This design comes from an exercise in tuning for small area, a short achievable clock period and few clock cycles per item on the open sky130 flow, not from production work.
Where RTL was checked, it was by simulation tests only, not by an equivalence proof against the original.

==> build 73: inputs <==
Design fm_keycode_to_fnum_block, start of the top module:
module fm_keycode_to_fnum_block (
	input  logic             clk,
	input  logic             arst_n,
	input  logic             cfg_we,
	input  logic [0:0]       cfg_index,
	input  logic [fkf_pkg::CLK_W-1:0] cfg_data,
	input  logic             in_valid,
	output logic             in_stall,
	input  logic [7:0]       key_code,
	input  logic [7:0]       key_fraction,
	output logic             out_valid,
	input  logic             out_stall,
	output logic [2:0]       block,
	output logic [10:0]      freq_number
);
clock: 12.0 ns
lec_check: 0
cap_margin: 70
core_margin: 2
core_utilization: 50
slew_margin: 70
synth_memory_max_bits: 65536
standard.sh (not shown) runs the stock make flow with config.mk's settings and CLKGATE_MAP_FILE= SYNTH_SCRIPT=/design/flow/synth_recipe.tcl, a recipe that flattens the netlist after the stock synthesis.
==> flow/flow/run.sh <==
#!/bin/bash
set -euo pipefail
export SETUP_SLACK_MARGIN=7.5
export TNS_END_PERCENT=100
export BUFFER_PORTS_ARGS="-buffer_cell sky130_fd_sc_hd__buf_4"
bash standard.sh > standard.log 2>&1
==> inputs of trial 79, as changes to build 73 <==
--- a/flow/design.v
+++ b/flow/design.v
@@ -1,16 +1,20 @@
 package fkf_pkg;
 	localparam int CLK_W = 26;
 	localparam logic [0:0] REG_SOURCE_CLOCK = 1'b0;
 	localparam logic [0:0] REG_TARGET_CLOCK = 1'b1;
 	localparam logic [25:0] SRC_N_RESET = 26'h369e990;
 	localparam logic [4:0]  SRC_P_RESET = 5'd21;
 	localparam logic [25:0] TGT_N_RESET = 26'h3a855a8;
 	localparam logic [4:0]  TGT_P_RESET = 5'd22;
+	localparam logic [33:0] AN_RESET = 34'h151f552b0;
+	localparam logic [35:0] A3_RESET = 36'h3f5dff810;
+	localparam logic [45:0] BN_RESET = 46'h27f46dfb6048;
+	localparam logic [6:0]  GC_RESET = -7'sd1;
 	localparam int CAP = 14;
 	function automatic logic [27:0] srt_th(input logic [2:0] dtop);
 		logic [27:0] v;
 		case (dtop)
 			3'd0:    v = {7'sd12, 7'sd4, -7'sd4, -7'sd13};
 			3'd1:    v = {7'sd14, 7'sd5, -7'sd5, -7'sd15};
 			3'd2:    v = {7'sd15, 7'sd5, -7'sd5, -7'sd16};
 			3'd3:    v = {7'sd17, 7'sd5, -7'sd6, -7'sd17};
@@ -3169,17 +3173,17 @@
 	output logic [45:0] bn,
 	output logic [27:0] th,
 	output logic [6:0]  gc,
 	output logic        zero
 );
 	logic [25:0] src_q, tgt_q;
 	logic [4:0]  ps_q, pt_q;
 	logic [3:0]  step_q;
-	logic        fa_q, fb_q, nr_q;
+	logic        fa_q;
 	logic [6:0]  gp_q;
 	logic        sz;
 	logic [25:0] t1;
 	logic [4:0]  lzs, lzt;
 	logic [25:0] sn, tn;
 	assign sz = src_q == '0;
 	assign t1 = (tgt_q == '0) ? 26'd1 : tgt_q;
 	always_comb begin
@@ -3189,108 +3193,100 @@
 			if (src_q[i])
 				lzs = 5'(25 - i);
 			if (t1[i])
 				lzt = 5'(25 - i);
 		end
 	end
 	assign sn = src_q << lzs;
 	assign tn = t1 << lzt;
+	logic [2:0]  bsh;
 	logic        bneg;
-	logic [45:0] tw;
 	logic [45:0] bsum;
 	logic [1:0]  ash;
 	logic [32:0] asum;
 	logic        nr;
-	logic [3:0]  bsh_q;
-	logic [3:0]  bsh_d;
-	logic [45:0] bsv;
 	always_comb begin
 		case (step_q)
-			4'd1, 4'd2, 4'd4, 4'd7: bsh_d = 4'b0001;
-			4'd3:                   bsh_d = 4'b0100;
-			4'd5:                   bsh_d = 4'b0010;
-			default:                bsh_d = 4'b1000;
+			4'd2, 4'd3, 4'd5, 4'd8: bsh = 3'd2;
+			4'd4:                   bsh = 3'd4;
+			4'd6:                   bsh = 3'd3;
+			default:                bsh = 3'd5;
 		endcase
 		bneg = step_q < 4'd6;
 		ash  = (step_q == 4'd3) ? 2'd3 : 2'd0;
 	end
-	always_ff @(posedge clk)
-		bsh_q <= bsh_d;
-	assign bsv  = ({46{bsh_q[0]}} & (bn << 2)) | ({46{bsh_q[1]}} & (bn << 3)) |
-	              ({46{bsh_q[2]}} & (bn << 4)) | ({46{bsh_q[3]}} & (bn << 5));
+	logic [45:0] tw;
 	assign tw   = 46'(tgt_q) ^ {46{bneg}};
-	assign bsum = bsv + tw + 46'(bneg);
+	assign bsum = (bn << bsh) + tw + 46'(bneg);
 	assign asum = (an[32:0] << (3'(ash) + 3'd1)) + 33'(src_q);
-	logic [45:0] bnn;
-	assign bnn  = bn[45] ? bn : {bn[44:0], 1'b0};
-	assign nr   = {an[32:0], 13'd0} < bnn;
+	assign nr   = {an[32:0], 13'd0} < bn;
 	always_ff @(posedge clk or negedge arst_n) begin
 		if (!arst_n) begin
 			src_q  <= fkf_pkg::SRC_N_RESET;
 			ps_q   <= fkf_pkg::SRC_P_RESET;
 			tgt_q  <= fkf_pkg::TGT_N_RESET;
 			pt_q   <= fkf_pkg::TGT_P_RESET;
-			step_q <= 4'd1;
+			step_q <= '0;
+			an     <= fkf_pkg::AN_RESET;
+			a3     <= fkf_pkg::A3_RESET;
+			bn     <= fkf_pkg::BN_RESET;
+			gc     <= fkf_pkg::GC_RESET;
+			zero   <= 1'b0;
 		end else if (cfg_we) begin
 			case (cfg_index)
 				fkf_pkg::REG_SOURCE_CLOCK: begin
 					src_q <= cfg_data;
 					ps_q  <= 5'd25;
 				end
 				fkf_pkg::REG_TARGET_CLOCK: begin
 					tgt_q <= cfg_data;
 					pt_q  <= 5'd25;
 				end
 				default: ;
 			endcase
 			step_q <= 4'd1;
 		end else begin
-			step_q <= (step_q == 4'd0 || step_q == 4'd11) ? 4'd0 : step_q + 4'd1;
-			if (step_q == 4'd1) begin
-				src_q <= sn;
-				ps_q  <= ps_q - lzs;
-				tgt_q <= tn;
-				pt_q  <= pt_q - lzt;
-			end
+			step_q <= (step_q == 4'd0 || step_q == 4'd10) ? 4'd0 : step_q + 4'd1;
+			case (step_q)
+				4'd1: begin
+					src_q <= sn;
+					ps_q  <= ps_q - lzs;
+					tgt_q <= tn;
+					pt_q  <= pt_q - lzt;
+					zero  <= sz;
+					an    <= 34'(sn);
+					bn    <= 46'(tn);
+				end
+				4'd2, 4'd3: begin
+					an <= 34'(asum);
+					bn <= bsum;
+				end
+				4'd4: begin
+					an <= asum[32] ? 34'(asum) : 34'({asum[31:0], 1'b0});
+					bn <= bsum;
+				end
+				4'd5, 4'd6, 4'd7: bn <= bsum;
+				4'd8: bn <= bsum[45] ? bsum : {bsum[44:0], 1'b0};
+				4'd9: begin
+					an <= nr ? {an[32:0], 1'b0} : an;
+					gc <= gp_q - 7'(nr);
+				end
+				4'd10: a3 <= 36'(an) + {1'b0, an, 1'b0};
+				default: ;
+			endcase
 		end
 	end
 	always_ff @(posedge clk) begin
-		case (step_q)
-			4'd1: begin
-				zero <= sz;
-				an   <= 34'(sn);
-				bn   <= 46'(tn);
-			end
-			4'd2, 4'd3, 4'd4: begin
-				an <= 34'(asum);
-				bn <= bsum;
-			end
-			4'd5: begin
-				an   <= an[32] ? an : {an[32:0], 1'b0};
-				fa_q <= an[32];
-				bn   <= bsum;
-			end
-			4'd6, 4'd7, 4'd8: bn <= bsum;
-			4'd9: begin
-				bn   <= bnn;
-				fb_q <= bn[45];
-				a3   <= 36'(an) + {1'b0, an, 1'b0};
-				nr_q <= nr;
-				th   <= fkf_pkg::srt_th(bnn[44:42]);
-			end
-			4'd10: begin
-				an   <= nr_q ? {an[32:0], 1'b0} : an;
-				a3   <= nr_q ? {a3[34:0], 1'b0} : a3;
-				gp_q <= 7'(ps_q) - 7'(pt_q) + 7'(fa_q) - 7'(fb_q);
-			end
-			4'd11: gc <= gp_q - 7'(nr_q);
-			default: ;
-		endcase
+		if (step_q == 4'd4)
+			fa_q <= asum[32];
+		if (step_q == 4'd8)
+			gp_q <= 7'(ps_q) - 7'(pt_q) + 7'(fa_q) - 7'(bsum[45]);
 	end
+	assign th = fkf_pkg::srt_th(bn[44:42]);
 	assign busy = cfg_we || (step_q != 4'd0 && step_q < 4'd8);
 endmodule
 module fkf_back (
 	input  logic        clk,
 	input  logic        arst_n,
 	input  logic [45:0] bn,
 	input  logic [27:0] th,
 	input  logic [6:0]  gc,
@@ -3369,70 +3365,52 @@
 			dv_wc[k] <= {(ys[47:0] & yc[47:0]) | (ys[47:0] & op[47:0]) | (yc[47:0] & op[47:0]), p2 || p1};
 			dv_ls[k] <= {ls_in[11:0], 2'b0};
 			dv_lc[k] <= {lc_in[11:0], 2'b0};
 			dv_qp[k] <= {qp_in[11:0], p2, p1};
 			dv_qn[k] <= {qn_in[11:0], n2, n1};
 			dv_e[k]  <= e_in;
 		end
 	end
-	logic        f1_v, f2_v;
+	logic        f1_v;
 	logic [48:0] rsum;
-	logic [13:0] zq, zm;
-	logic signed [7:0] g;
-	logic signed [7:0] gk [3];
 	logic        f1_neg;
-	logic [12:0] f1_zq, f1_zm;
-	logic [1:0]  f1_kq, f1_km;
-	logic [2:0]  f1_le0, f1_gt7;
-	logic [2:0]  f1_blk [3];
-	logic [3:0]  f1_shg;
-	logic        f1_zero;
+	logic [13:0] f1_zq, f1_zm;
+	logic signed [7:0] f1_g;
 	assign rsum = dv_ws[NST-1] + dv_wc[NST-1];
-	assign zq   = dv_qp[NST-1] - dv_qn[NST-1];
-	assign zm   = dv_qp[NST-1] + ~dv_qn[NST-1];
-	assign g    = 8'(dv_e[NST-1]) + {gc[6], gc};
-	assign gk[0] = g;
-	assign gk[1] = g + 8'sd1;
-	assign gk[2] = g + 8'sd2;
-	function automatic logic [1:0] kof(input logic [12:0] z);
-		logic fff;
-		fff = z[12] ? (z[12:1] == 12'hfff) : (z[11:0] == 12'hfff);
-		kof = 2'(z[12]) + 2'(fff);
-	endfunction
 	always_ff @(posedge clk) begin
-		f1_neg  <= rsum[48];
-		f1_zq   <= zq[12:0];
-		f1_zm   <= zm[12:0];
-		f1_kq   <= kof(zq[12:0]);
-		f1_km   <= kof(zm[12:0]);
-		for (int k = 0; k < 3; k++) begin
-			f1_le0[k] <= gk[k] <= 8'sd0;
-			f1_gt7[k] <= gk[k] > 8'sd7;
-			f1_blk[k] <= gk[k][2:0];
-		end
-		f1_shg  <= (g < -8'sd13) ? 4'd13 : 4'(-g);
-		f1_zero <= zero;
+		f1_neg <= rsum[48];
+		f1_zq  <= dv_qp[NST-1] - dv_qn[NST-1];
+		f1_zm  <= dv_qp[NST-1] + ~dv_qn[NST-1];
+		f1_g   <= 8'(dv_e[NST-1]) + {gc[6], gc};
+	end
+	logic              f2_v;
+	logic [12:0]       z;
+	logic              dd, fff;
+	logic [1:0]        kk;
+	logic signed [7:0] b;
+	logic [7:0]        sh;
+	logic [12:0]       f2_z;
+	logic [3:0]        f2_sh;
+	logic [2:0]        f2_blk;
+	logic              f2_sat, f2_zero;
+	assign z = f1_neg ? f1_zm[12:0] : f1_zq[12:0];
+	always_comb begin
+		dd  = z[12];
+		fff = dd ? (z[12:1] == 12'hfff) : (z[11:0] == 12'hfff);
+		kk  = 2'(dd) + 2'(fff);
+		b   = f1_g + 8'(kk);
+		sh  = (b <= 8'sd0) ? 8'(-f1_g) : 8'(kk);
 	end
-	logic [12:0] z;
-	logic [1:0]  kk;
-	logic        le0;
-	logic [12:0] f2_z;
-	logic [3:0]  f2_sh;
-	logic [2:0]  f2_blk;
-	logic        f2_sat, f2_zero;
-	assign z   = f1_neg ? f1_zm : f1_zq;
-	assign kk  = f1_neg ? f1_km : f1_kq;
-	assign le0 = f1_le0[kk];
 	always_ff @(posedge clk) begin
 		f2_z    <= z;
-		f2_sh   <= le0 ? f1_shg : 4'(kk);
-		f2_blk  <= le0 ? 3'd0 : f1_blk[kk];
-		f2_sat  <= f1_gt7[kk];
-		f2_zero <= f1_zero;
+		f2_sh   <= (sh > 8'd13) ? 4'd13 : sh[3:0];
+		f2_blk  <= (b <= 8'sd0) ? 3'd0 : b[2:0];
+		f2_sat  <= b > 8'sd7;
+		f2_zero <= zero;
 	end
 	logic [12:0] w;
 	logic [10:0] fn;
 	logic [2:0]  blk;
 	always_comb begin
 		w   = f2_z >> f2_sh;
 		fn  = 11'(w[12:1] + 12'(w[0]));
 		blk = f2_blk;
@@ -3494,17 +3472,17 @@
 	assign take   = out_valid && !out_stall;
 	assign inc    = accept && !take;
 	assign dec    = take && !accept;
 	always_ff @(posedge clk or negedge arst_n) begin
 		if (!arst_n) begin
 			cnt_q    <= '0;
 			full_q   <= 1'b0;
 			last_q   <= 1'b0;
-			in_stall <= 1'b1;
+			in_stall <= 1'b0;
 		end else begin
 			if (inc)
 				cnt_q <= cnt_q + 1'b1;
 			else if (dec)
 				cnt_q <= cnt_q - 1'b1;
 			full_q   <= inc ? last_q : (!dec && full_q);
 			last_q   <= inc ? (cnt_q == CNT_W'(CAP - 2)) : (dec ? full_q : last_q);
 			in_stall <= (full_q && !take) || (last_q && inc) || busy;
==> flow/run.sh (new file) <==
#!/bin/bash
# synth_recipe.tcl (not shown) runs the flow's synth.tcl, then flattens the netlist and writes it again
# the make line also repeats each setting of config.mk as NAME=value (left out here)
make -C /OpenROAD-flow-scripts/flow DESIGN_CONFIG=/design/flow/config.mk WORK_HOME=/design/flow/orfs CLKGATE_MAP_FILE= SYNTH_SCRIPT=/design/flow/synth_recipe.tcl finish
Settings changed: CAP_MARGIN 70 to 20, CORE_UTILIZATION 50 to 60, SETUP_SLACK_MARGIN set to 5, SLEW_MARGIN 70 to 20, SYNTH_MEMORY_MAX_BITS 65536 to not set, TNS_END_PERCENT set to 100.
removed: flow/flow/run.sh
removed: flow/standard.sh
==> results.tsv <==
stage	metric	value	unit
status	status	stopped before the end	
status	failing step	1_2_yosys	
status	First Err	ERROR: TCL interpreter returned an error: Source files actually used in the design:	
logic_synthesis	Synth Warn #	15	
(the above is from trial 79)
==> results.tsv <==
stage	metric	value	unit
status	status	finished clean	
routing	via/cell ratio	6.779	
logic_synthesis	Synth Warn #	17	
routing	met2 routed WL	220700	um
layout	largest registers	u_back.dv_wc: 331 flops, u_back.dv_ws: 331 flops, u_queue.entry_q: 182 flops	
worst_hold_path	hold endpoint	u_front.exp_s3[2]	
layout	multi-input logic area	66350	um2
floorplanning	die area	220400	um2
worst_setup_path	CP bufs+invs	6	
logic_synthesis	number of distinct library cells after synthesis	104	
layout	Final clock-cell share	0.04788	
layout	synthesis-to-layout area growth	15.16	%
logic_synthesis	Post-synth EDFFs	345	
worst_setup_path	Crit path depth	17	
layout	clkbuf count	228	
floorplanning	Die Width	469.5	um
timing	final worst path period share	0.3889	
timing	Hold Slack	321.8	ps
cts	Post-CTS Hold Fix Bufs	0	
logic_synthesis	top cells by count, synth	inv_1 (1727), nor2_1 (1154), dfxtp_1 (1099), clkbuf_1 (961), nand2_1 (960)	
(the above is from build 73)
Testbench counts of build 73, summed over its fixed seeds: cycles 13,368, items 12,288.
The RTL of trial 79 was laid out without a check of its function.

-- port drivers added, routing unchanged --
Ports are ideal in the flow. The routed layout listed here was re-timed in OpenROAD. Step 1: set_driving_cell puts a clkbuf_16 on clk and a buf_2 on each other input, an assumption about the parent block. Step 2 times the ports against the registers' clock, not the clock port: input delays grow and output delays shrink by t, the midpoint of the rising clock arrivals with the driver on. Three values: no drivers, after step 1, after step 2; two values: the first two.
run: build 73
t, ns: 0.919
setup slack, ns: 7.333 / 7.333 / 7.333
worst slew at a driven data input, ns: 0.06
After both steps build 73 still meets setup and hold. For build 73, drivers alone change the setup slack by 0.000 ns; drivers and shift together by 0.000 ns.
